Context: an optimization exercise on an open-source flow, tuned for small area and a short achievable clock period. The choices shown serve that exercise and are no tape-out recipe.
RTL that was checked went through simulation tests only; none was proved equivalent to the original.
Power is estimated from default activity; no workload was simulated. The flow treats the clock pin as an ideal source, which a real chip does not have.

==> trial 35: inputs <==
==> flow/design.v <==
module window_3x3 #(
    parameter int N       = 8,
    parameter int CHANNEL = 3,
    parameter int SIZE    = 32,
    parameter int PADDING = 1
) (
    input  logic                     clk,
    input  logic                     rst,
    input  logic                     din_vld,
    input  logic [CHANNEL*N-1:0]     din,
    output logic [9*CHANNEL*N-1:0]   win_dout,
    output logic                     win_vld,
    output logic                     win_end
);
    localparam int P  = CHANNEL * N;
    localparam int W  = SIZE + 2 * PADDING;
    localparam int CW = $clog2(W);
    localparam int L  = 2 * W + 2;               
    localparam logic [CW-1:0] W_M1 = CW'(W - 1);
    logic [P-1:0]  px_q;
    logic          px_vld_q;
    logic [P-1:0]  chain_q [L];
    logic [CW-1:0] col_q, row_q;
    logic          col_ge2_q, row_ge2_q;
    logic          win_vld_q, win_end_q;
    logic          col_last, row_last;
    always_ff @(posedge clk) begin
        px_q     <= din;
        px_vld_q <= din_vld;
    end
    always_ff @(posedge clk) begin
        if (px_vld_q) begin
            chain_q[0] <= px_q;
            for (int i = 1; i < L; i++) chain_q[i] <= chain_q[i-1];
        end
    end
    assign col_last = (col_q == W_M1);
    assign row_last = (row_q == W_M1);
    always_ff @(posedge clk) begin
        if (rst) begin
            col_q     <= '0;
            row_q     <= '0;
            col_ge2_q <= 1'b0;
            row_ge2_q <= 1'b0;
            win_vld_q <= 1'b0;
            win_end_q <= 1'b0;
        end else begin
            win_vld_q <= din_vld && col_ge2_q && row_ge2_q;
            win_end_q <= din_vld && col_last && row_last;
            if (din_vld) begin
                if (col_last) begin
                    col_q     <= '0;
                    col_ge2_q <= 1'b0;
                    if (row_last) begin
                        row_q     <= '0;
                        row_ge2_q <= 1'b0;
                    end else begin
                        row_q     <= row_q + 1'b1;
                        if (row_q == CW'(1)) row_ge2_q <= 1'b1;
                    end
                end else begin
                    col_q <= col_q + 1'b1;
                    if (col_q == CW'(1)) col_ge2_q <= 1'b1;
                end
            end
        end
    end
    for (genvar k = 0; k < 9; k++) begin : g_tap
        localparam int D = (2 - k / 3) * W + (2 - k % 3);
        if (D == 0) begin : g_new
            assign win_dout[k*P +: P] = px_q;
        end else begin : g_old
            assign win_dout[k*P +: P] = chain_q[D-1];
        end
    end
    assign win_vld = win_vld_q;
    assign win_end = win_end_q;
endmodule
==> flow/flow/run.sh <==
#!/bin/bash
# Standard ORFS layout with two changes: port buffers use buf_1 instead of the default
# delay buffer, and CTS uses larger sink clusters without dummy loads.
set -euo pipefail
bash standard.sh \
  "BUFFER_PORTS_ARGS=-buffer_cell sky130_fd_sc_hd__buf_1" \
  "CTS_ARGS=-sink_clustering_enable -repair_clock_nets -dont_use_dummy_load -sink_clustering_size 30 -sink_clustering_max_diameter 100 -buf_list sky130_fd_sc_hd__clkbuf_16" \
  finish > make.log 2>&1
==> flow/standard.sh <==
#!/bin/bash
# synth_recipe.tcl (not shown) runs the flow's synth.tcl, then flattens the netlist and writes it again
# the make line also repeats each setting of config.mk as NAME=value (left out here)
make -C /OpenROAD-flow-scripts/flow DESIGN_CONFIG=/design/flow/config.mk WORK_HOME=/design/flow/orfs CLKGATE_MAP_FILE= SYNTH_SCRIPT=/design/flow/synth_recipe.tcl "${@:-finish}"
==> flow/config.mk <==
export PLATFORM = sky130hd
export DESIGN_NAME = window_3x3
export DESIGN_NICKNAME = window_3x3
export VERILOG_FILES = /design/flow/design.v
export SDC_FILE = /design/flow/constraint.sdc
export NUM_CORES = 4
export LEC_CHECK = 0
export CAP_MARGIN = 20
export CORE_MARGIN = 2
export CORE_UTILIZATION = 40
export SLEW_MARGIN = 20
==> flow/constraint.sdc <==
create_clock -name core_clock -period 4.6 [get_ports {clk}]
set_input_delay 0.9200 -clock core_clock [delete_from_list [all_inputs] [get_ports {clk}]]
set_output_delay 0.9200 -clock core_clock [all_outputs]
set_load 0.01 [all_outputs]
==> build 69 (differences from trial 35) <==
--- a/flow/config.mk
+++ b/flow/config.mk
@@ -8,4 +8,4 @@
 export CAP_MARGIN = 20
 export CORE_MARGIN = 2
-export CORE_UTILIZATION = 40
+export CORE_UTILIZATION = 60
 export SLEW_MARGIN = 20
==> trial 46 (differences from trial 35) <==
--- a/flow/config.mk
+++ b/flow/config.mk
@@ -8,4 +8,4 @@
 export CAP_MARGIN = 20
 export CORE_MARGIN = 2
-export CORE_UTILIZATION = 40
-export SLEW_MARGIN = 20
+export CORE_UTILIZATION = 50
+export SLEW_MARGIN = 50
==> trial 17 (differences from trial 35) <==
==> flow/design.v, changed modules only <==
module window_3x3 #(
    parameter int N       = 8,
    parameter int CHANNEL = 3,
    parameter int SIZE    = 32,
    parameter int PADDING = 1
) (
    input  logic                     clk,
    input  logic                     rst,
    input  logic                     din_vld,
    input  logic [CHANNEL*N-1:0]     din,
    output logic [9*CHANNEL*N-1:0]   win_dout,
    output logic                     win_vld,
    output logic                     win_end
);
    localparam int P  = CHANNEL * N;
    localparam int W  = SIZE + 2 * PADDING;
    localparam int CW = $clog2(W);
    localparam int L  = 2 * W + 2;               
    localparam logic [CW-1:0] W_M1 = CW'(W - 1);
    logic [P-1:0]  px_q;
    logic          px_vld_q;
    logic [P-1:0]  chain_q [L];
    logic [CW-1:0] col_q, row_q;
    logic          win_vld_q, win_end_q;
    logic          col_last, row_last, col_ge2, row_ge2;
    always_ff @(posedge clk) begin
        px_q     <= din;
        px_vld_q <= din_vld;
    end
    always_ff @(posedge clk) begin
        if (px_vld_q) begin
            chain_q[0] <= px_q;
            for (int i = 1; i < L; i++) chain_q[i] <= chain_q[i-1];
        end
    end
    assign col_last = (col_q == W_M1);
    assign row_last = (row_q == W_M1);
    assign col_ge2  = (col_q >= CW'(2));
    assign row_ge2  = (row_q >= CW'(2));
    always_ff @(posedge clk) begin
        if (rst) begin
            col_q     <= '0;
            row_q     <= '0;
            win_vld_q <= 1'b0;
            win_end_q <= 1'b0;
        end else begin
            win_vld_q <= din_vld && col_ge2 && row_ge2;
            win_end_q <= din_vld && col_last && row_last;
            if (din_vld) begin
                if (col_last) begin
                    col_q <= '0;
                    row_q <= row_last ? '0 : row_q + 1'b1;
                end else begin
                    col_q <= col_q + 1'b1;
                end
            end
        end
    end
    for (genvar k = 0; k < 9; k++) begin : g_tap
        localparam int D = (2 - k / 3) * W + (2 - k % 3);
        if (D == 0) begin : g_new
            assign win_dout[k*P +: P] = px_q;
        end else begin : g_old
            assign win_dout[k*P +: P] = chain_q[D-1];
        end
    end
    assign win_vld = win_vld_q;
    assign win_end = win_end_q;
endmodule
--- a/flow/config.mk
+++ b/flow/config.mk
@@ -8,4 +8,4 @@
 export CAP_MARGIN = 20
 export CORE_MARGIN = 2
-export CORE_UTILIZATION = 40
-export SLEW_MARGIN = 20
+export CORE_UTILIZATION = 33
+export SLEW_MARGIN = 50
==> metrics.md <==
| Metric | Value |
|---|---|
| Dpl ws | 2.32 ns |
| Top cell type's share of synthesized area | 0.976 |
| GR Util met1 | 0.119 |
| CTS clk-pin slew, worst paths | 0.11 ns |
| Met3 Routed Length | 2540 um |
| Final Skew | 0.0714 ns |
| Outcome | complete, no violations |
| WHS Path Cells | 1 |
| Fmax | 456 MHz |
| Worst hold endpoint | px_q[16]$_DFF_P_ |
Source of the figures above: trial 35

==> metrics.md <==
| Metric | Value |
|---|---|
| Most common cell in the netlist | edfxtp_1 |
| Met2 usage | 0.102 |
| Routed WL per cell | 13.8 um |
| # fillers | 13900 |
| Vias | 17000 |
| Worst hold endpoint | px_q[21]$_DFF_P_ |
| Met3 Routed Length | 2930 um |
| Top cell type's share of synthesized area | 0.976 |
| Setup Viol. Count Final | 0 |
| Final Skew | 0.0754 ns |
| GR Util met1 | 0.100 |
| Remaining Overflow, GRT | 0 |
| Fmax | 448 MHz |
| Max Slew Vio Count | 0 |
| Kind of critical path | reg2out |
| Main combinational cell family by area after synthesis | simple AND/OR/NAND/NOR gates |
| Routability congestion estimate from global placement | 0.725 |
| Outcome | complete, no violations |
| CTS clk-pin slew, worst paths | 0.11 ns |
| Met1 Routed Length | 27400 um |
Source of the figures above: trial 17

==> metrics.md <==
| Metric | Value |
|---|---|
| Outcome | complete, no violations |
| Top cell type's share of synthesized area | 0.976 |
| Tap Count | 1144 |
| Met3 Routed Length | 2350 um |
| Initial antenna violation count | 0 |
| Dpl ws | 2.27 ns |
| Largest cell class | flip-flops and latches |
| Final Skew | 0.0432 ns |
| Buf/Inv on CP | 2 |
| CORE AREA | 85300 um^2 |
| GR Util met1 | 0.194 |
| Crit path depth | 2 |
| Fmax | 439 MHz |
| Worst hold endpoint | chain_q[9][20]$_DFFE_PP_ |
| Hold Path Class | reg2reg |
Source of the figures above: build 69

==> metrics.md <==
| Metric | Value |
|---|---|
| Outcome | complete, no violations |
| GR met3 Demand/Resource | 0.0233 |
| DRC violations left | 0 |
| Final Skew | 0.0345 ns |
| Register area | 51300 um^2 |
| Dpl ws | 2.39 ns |
| Yosys cell types | 35 |
| Largest register by flop count | chain_q |
| Hold Path Class | in2reg |
| First-pass iteration count of the detailed router | 4 |
| Top cell type's share of synthesized area | 0.976 |
| GR Util met1 | 0.157 |
| # fillers | 7494 |
| Fmax | 444 MHz |
| WHS Path Cells | 1 |
Source of the figures above: trial 46

The RTL of trial 17 was laid out without a check of its function.

==> 06-20: inputs <==
Starts from the design.v that is shown in full above.
Settings: LEC_CHECK=0, CAP_MARGIN=20, CORE_MARGIN=2, CORE_UTILIZATION=40, SETUP_SLACK_MARGIN=2.6, SLEW_MARGIN=20, TNS_END_PERCENT=100; clock period 4.6 ns.
standard.sh (not shown) runs the stock make flow with config.mk's settings and CLKGATE_MAP_FILE= SYNTH_SCRIPT=/design/flow/synth_recipe.tcl, a recipe that flattens the netlist after the stock synthesis.
==> flow/flow/run.sh <==
#!/bin/bash
# Standard ORFS layout with two changes: port buffers use buf_1 instead of the default
# delay buffer, and CTS uses larger sink clusters without dummy loads.
set -euo pipefail
bash standard.sh \
  "BUFFER_PORTS_ARGS=-buffer_cell sky130_fd_sc_hd__buf_1" \
  "CTS_ARGS=-sink_clustering_enable -repair_clock_nets -dont_use_dummy_load -sink_clustering_size 30 -sink_clustering_max_diameter 100 -buf_list sky130_fd_sc_hd__clkbuf_16" \
  finish > make.log 2>&1
==> inputs of 12-04, as changes to 06-20 <==
SETUP_SLACK_MARGIN = not set   (was 2.6)
SLEW_MARGIN = 70   (was 20)
TNS_END_PERCENT = not set   (was 100)
==> notes.md <==
- Against 06-20, the hold slack of 12-04 is better by 0.0096 ns.
- Area after synthesis is the same in 06-20 and 12-04.
- Between 06-20 and 12-04, the lower non-clock buffer count is in 12-04 (gap 111).
- In fmax, 12-04 and 06-20 hardly differ.
- Between 12-04 and 06-20, the lower combinational power is in 12-04 (gap 12%, measured against 06-20).
- Of 12-04 and 06-20, 06-20 has the higher final cell count (gap 2.8%, measured against 06-20).
- Between 06-20 and 12-04, the lower global-route usage is in 12-04 (gap 0.15 points).
- Against 06-20, the design area of 12-04 is smaller by 1.5%.
- Critical path depth is the same in 06-20 and 12-04.
==> figures <==
metric                                                                  12-04          06-20
Run status                                   no timing/DRC/antenna violations  no timing/DRC/antenna violations
Met2 usage in global routing                                            12.4%          12.7%
Slew at the pin closest to its max-slew limit                        0.402 ns       0.799 ns
Capture point of the worst path                                 win_dout[127]  win_dout[131]
Worst setup margin                                                    2.42 ns        2.43 ns
Share of cells above drive strength 1                                   6.10%          20.1%
Setup repair after global routing missed its margin                     false           true
Largest net degree at the start of global routing                          95            160
Wire length on met3                                                   2560 µm        2480 µm
Seq. cell area                                                     51,300 µm²     51,300 µm²
Core occupancy in the finished layout                                   44.9%          45.6%
Shortest period the worst path allows                                 2.18 ns        2.17 ns
Met3 routing resource usage after global routing                        2.17%          2.13%
DR WL/cell                                                            14.8 µm        14.9 µm
Sequential cell area share                                              89.4%          88.1%
Number of standard cells in the final layout excluding fillers          3,810          3,921
Overall via count from detail_route                                    17,060         17,414
Non-clock buffering overhead                                            3.27%          4.68%
Post-CTS Setup Repair Bufs                                                  0             82
Switching portion of total power                                        18.6%          18.7%

==> re-timing with driven ports <==
The results above use ideal ports. As a check the final layouts listed here were re-extracted and re-timed, cells and wires unchanged.
Step 1 sets driving cells, clkbuf_16 on the clock port and buf_2 on the other inputs (assumed; they add their load-dependent delay and slew).
Step 2 moves the port delays by t, midway between the first and last clock arrival at a register: inputs arrive t later, outputs are due t later. That takes back most of the time a late clock gives input paths.
Slacks: no drivers / after step 1 / after step 2; pairs: no drivers / after step 1.
| run | t (ns) | setup slack, ns | slew at the worst register clock pin (ns) | worst data-port slew with drivers (ns) |
|---|---|---|---|---|
| trial 35 | 0.693 | 2.408 / 2.358 / 2.272 | 0.12 / 0.12 | 0.03 |
| build 69 | 0.670 | 2.323 / 2.264 / 2.323 | 0.11 / 0.11 | 0.04 |
| trial 46 | 0.690 | 2.349 / 2.286 / 2.330 | 0.11 / 0.11 | 0.03 |
| trial 17 | 0.717 | 2.369 / 2.296 / 2.208 | 0.11 / 0.11 | 0.04 |
| 06-20 | 0.694 | 2.427 / 2.359 / 2.297 | 0.12 / 0.12 | 0.04 |
| 12-04 | 0.685 | 2.424 / 2.357 / 2.553 | 0.12 / 0.12 | 0.03 |
After both steps every run listed still meets setup and hold. The setup slack of trial 17, which loses most, moves by -0.073 ns with the drivers and by -0.161 ns with both steps.
